From an optimization exercise on the open Yosys and OpenROAD flow, aimed at small area; shortcuts taken in it are not production practice. Function was checked by simulation only, so behaviour that the tests miss may differ from the original. Power and IR drop assume default switching activity.

==> module freq_div_channel, before the edit <==
module freq_div_channel
#(
    parameter int unsigned CNT_W      = freq_div_pkg::CNT_W_DEF,
    parameter int unsigned DEF_PERIOD = 2,
    parameter int unsigned DEF_HIGH   = 1
) (
    input  logic             i_clk,
    input  logic             i_rst_n,
    input  logic             i_enable,
    input  logic             i_load,
    input  logic             i_sync,
    input  logic [CNT_W-1:0] i_period,
    input  logic [CNT_W-1:0] i_high,
    output logic             o_clk,
    output logic             o_tick,
    output logic             o_pending
);
    logic             run_q;       
    logic             pend_q;      
    logic             use_stg_q;   
    logic             dflt_q;      
    logic             clk_q, clk_d;
    logic             tick_q;
    logic [CNT_W-1:0] ncnt1_q;     
    logic [CNT_W-1:0] act_per_q;
    logic [CNT_W-1:0] act_high_q;
    logic             act_hz_q;    
    logic [CNT_W-1:0] stg_per_q;
    logic [CNT_W-1:0] stg_high_q;
    logic             stg_hz_q;    
    logic             stg_h1_q;    
    logic [CNT_W-1:0] ncnt1_dec;
    logic [CNT_W:0]   cnt_bw;      
    logic [CNT_W-1:0] per_eff;
    logic             in_hz, in_h1;
    logic             wrap;
    logic             bnd;
    logic             apply;
    logic             take_new;
    logic             new_hz;
    always_comb begin
        cnt_bw[0] = 1'b1;
        for (int i = 0; i < CNT_W; i++) begin
            ncnt1_dec[i] = ncnt1_q[i] ^ cnt_bw[i];
            cnt_bw[i+1]  = !ncnt1_q[i] && cnt_bw[i];
        end
        per_eff  = CNT_W'(freq_div_pkg::clamp_period(freq_div_pkg::MAX_CNT_W'(act_per_q)));
        wrap     = dflt_q ? !ncnt1_q[1] : ((per_eff & ncnt1_q) == '0);
        bnd      = !run_q || wrap || i_sync;
        apply    = !i_enable || bnd;
        take_new = apply && (i_load || pend_q);
        in_hz    = (i_high == CNT_W'(0));
        in_h1    = (i_high == CNT_W'(1));
        if (i_load && apply)
            new_hz = in_hz;
        else if (pend_q || use_stg_q)
            new_hz = stg_hz_q;
        else
            new_hz = act_hz_q && !dflt_q;
        if (!i_enable)
            clk_d = 1'b0;
        else if (bnd)
            clk_d = !new_hz;
        else if (use_stg_q)
            clk_d = clk_q && !stg_h1_q;           
        else if (dflt_q)
            clk_d = 1'b0;                         
        else
            clk_d = clk_q && ((act_high_q & ncnt1_q) != '0);
    end
    always_ff @(posedge i_clk or negedge i_rst_n) begin
        if (!i_rst_n) begin
            run_q     <= 1'b0;
            pend_q    <= 1'b0;
            use_stg_q <= 1'b0;
            dflt_q    <= 1'b1;
            clk_q     <= 1'b0;
            tick_q    <= 1'b0;
        end else begin
            run_q     <= i_enable;
            pend_q    <= i_enable && !bnd && (i_load || pend_q);
            use_stg_q <= take_new;
            dflt_q    <= dflt_q && !take_new;
            clk_q     <= clk_d;
            tick_q    <= i_enable && bnd;
        end
    end
    always_ff @(posedge i_clk) begin
        ncnt1_q <= bnd ? {{(CNT_W-1){1'b1}}, 1'b0} : ncnt1_dec;
        if (i_load) begin
            stg_per_q  <= i_period;
            stg_high_q <= i_high;
            stg_hz_q   <= in_hz;
            stg_h1_q   <= in_h1;
        end
        if (use_stg_q) begin
            act_per_q  <= stg_per_q;
            act_high_q <= stg_high_q;
            act_hz_q   <= stg_hz_q;
        end
    end
    assign o_clk     = clk_q;
    assign o_tick    = tick_q;
    assign o_pending = pend_q;
endmodule
Settings: LEC_CHECK=0, CAP_MARGIN=20, CORE_MARGIN=2, CORE_UTILIZATION=60, SLEW_MARGIN=20; clock period 7.0 ns.
standard.sh (not shown) runs the stock make flow with config.mk's settings and CLKGATE_MAP_FILE= SYNTH_SCRIPT=/design/flow/synth_recipe.tcl, a recipe that flattens the netlist after the stock synthesis.
==> flow/flow/run.sh <==
#!/bin/bash
# Layout flow: the standard ORFS flow, with two changes to how the
# layout is built:
#  - port buffers use the smallest buffer cell (every port is still buffered);
#  - clock tree synthesis uses clkbuf_16 leaf clusters of at most 25 sinks
#    and adds no dummy loads.
# Each tool's full output goes to a log file in the work folder.
set -euo pipefail
export BUFFER_PORTS_ARGS="-buffer_cell sky130_fd_sc_hd__buf_1"
export CTS_ARGS="-sink_clustering_enable -repair_clock_nets -dont_use_dummy_load -buf_list sky130_fd_sc_hd__clkbuf_16 -sink_clustering_size 25 -sink_clustering_max_diameter 100"
bash standard.sh synth > synth.log 2>&1
bash standard.sh finish > layout.log 2>&1
The first run completed with no timing, DRC or antenna violations.
==> next run, changes <==
--- a/flow/design.v
+++ b/flow/design.v
@@ -39,7 +39,7 @@
     logic             dflt_q;      
     logic             clk_q, clk_d;
     logic             tick_q;
-    logic [CNT_W-1:0] ncnt1_q;     
+    logic [CNT_W-1:0] cnt_q;
     logic [CNT_W-1:0] act_per_q;
     logic [CNT_W-1:0] act_high_q;
     logic             act_hz_q;    
@@ -47,8 +47,8 @@
     logic [CNT_W-1:0] stg_high_q;
     logic             stg_hz_q;    
     logic             stg_h1_q;    
-    logic [CNT_W-1:0] ncnt1_dec;
-    logic [CNT_W:0]   cnt_bw;      
+    logic [CNT_W-1:0] cnt_inc;
+    logic [CNT_W:0]   cnt_cy;      
     logic [CNT_W-1:0] per_eff;
     logic             in_hz, in_h1;
     logic             wrap;
@@ -57,13 +57,13 @@
     logic             take_new;
     logic             new_hz;
     always_comb begin
-        cnt_bw[0] = 1'b1;
+        cnt_cy[0] = 1'b1;
         for (int i = 0; i < CNT_W; i++) begin
-            ncnt1_dec[i] = ncnt1_q[i] ^ cnt_bw[i];
-            cnt_bw[i+1]  = !ncnt1_q[i] && cnt_bw[i];
+            cnt_inc[i]  = cnt_q[i] ^ cnt_cy[i];
+            cnt_cy[i+1] = cnt_q[i] & cnt_cy[i];
         end
         per_eff  = CNT_W'(freq_div_pkg::clamp_period(freq_div_pkg::MAX_CNT_W'(act_per_q)));
-        wrap     = dflt_q ? !ncnt1_q[1] : ((per_eff & ncnt1_q) == '0);
+        wrap     = dflt_q ? cnt_q[0] : ((per_eff & ~cnt_inc) == '0);
         bnd      = !run_q || wrap || i_sync;
         apply    = !i_enable || bnd;
         take_new = apply && (i_load || pend_q);
@@ -84,7 +84,7 @@
         else if (dflt_q)
             clk_d = 1'b0;                         
         else
-            clk_d = clk_q && ((act_high_q & ncnt1_q) != '0);
+            clk_d = clk_q && ((act_high_q & ~cnt_inc) != '0);
     end
     always_ff @(posedge i_clk or negedge i_rst_n) begin
         if (!i_rst_n) begin
@@ -104,7 +104,7 @@
         end
     end
     always_ff @(posedge i_clk) begin
-        ncnt1_q <= bnd ? {{(CNT_W-1){1'b1}}, 1'b0} : ncnt1_dec;
+        cnt_q <= bnd ? '0 : cnt_inc;
         if (i_load) begin
             stg_per_q  <= i_period;
             stg_high_q <= i_high;
=> The changed run finished clean; core utilization rises by 4.6 points; wire length rises by 7.2%; die area hardly moves; flip-flop and latch count does not change; sequential power stays flat; combinational power rises by 23%; cell area rises by 7.0%; register-to-register slack gets worse by 600 ps; power rises by 1.2%; first-iteration DRC count falls by 15%; sequential share of layout area falls by 4.6 points; global-route usage rises by 1.2 points.

[what the ideal ports hide]
In the flow no input, the clock included, has a driving cell. The finished layouts below were timed again as built, in two steps.
Step 1 (the two cells are an assumption about what drives the block):
set clk [get_ports {i_clk}]
set_driving_cell -lib_cell sky130_fd_sc_hd__clkbuf_16 $clk
set_driving_cell -lib_cell sky130_fd_sc_hd__buf_2 [delete_from_list [all_inputs] $clk]
Step 2 times the ports against the registers' clock, not the clock port: input delays grow and output delays shrink by t, the midpoint of the rising clock arrivals with the driver on.
a / b / c = no drivers / after step 1 / after step 2; a / b = the first two.
run	shift t [ns]	setup slack, ns	pins driven straight from the clock port
the first run	0.637	0.750 / 0.750 / 0.750	1
the second run	0.641	0.148 / 0.148 / 0.148	1
After both steps setup and hold are still met in every run listed.
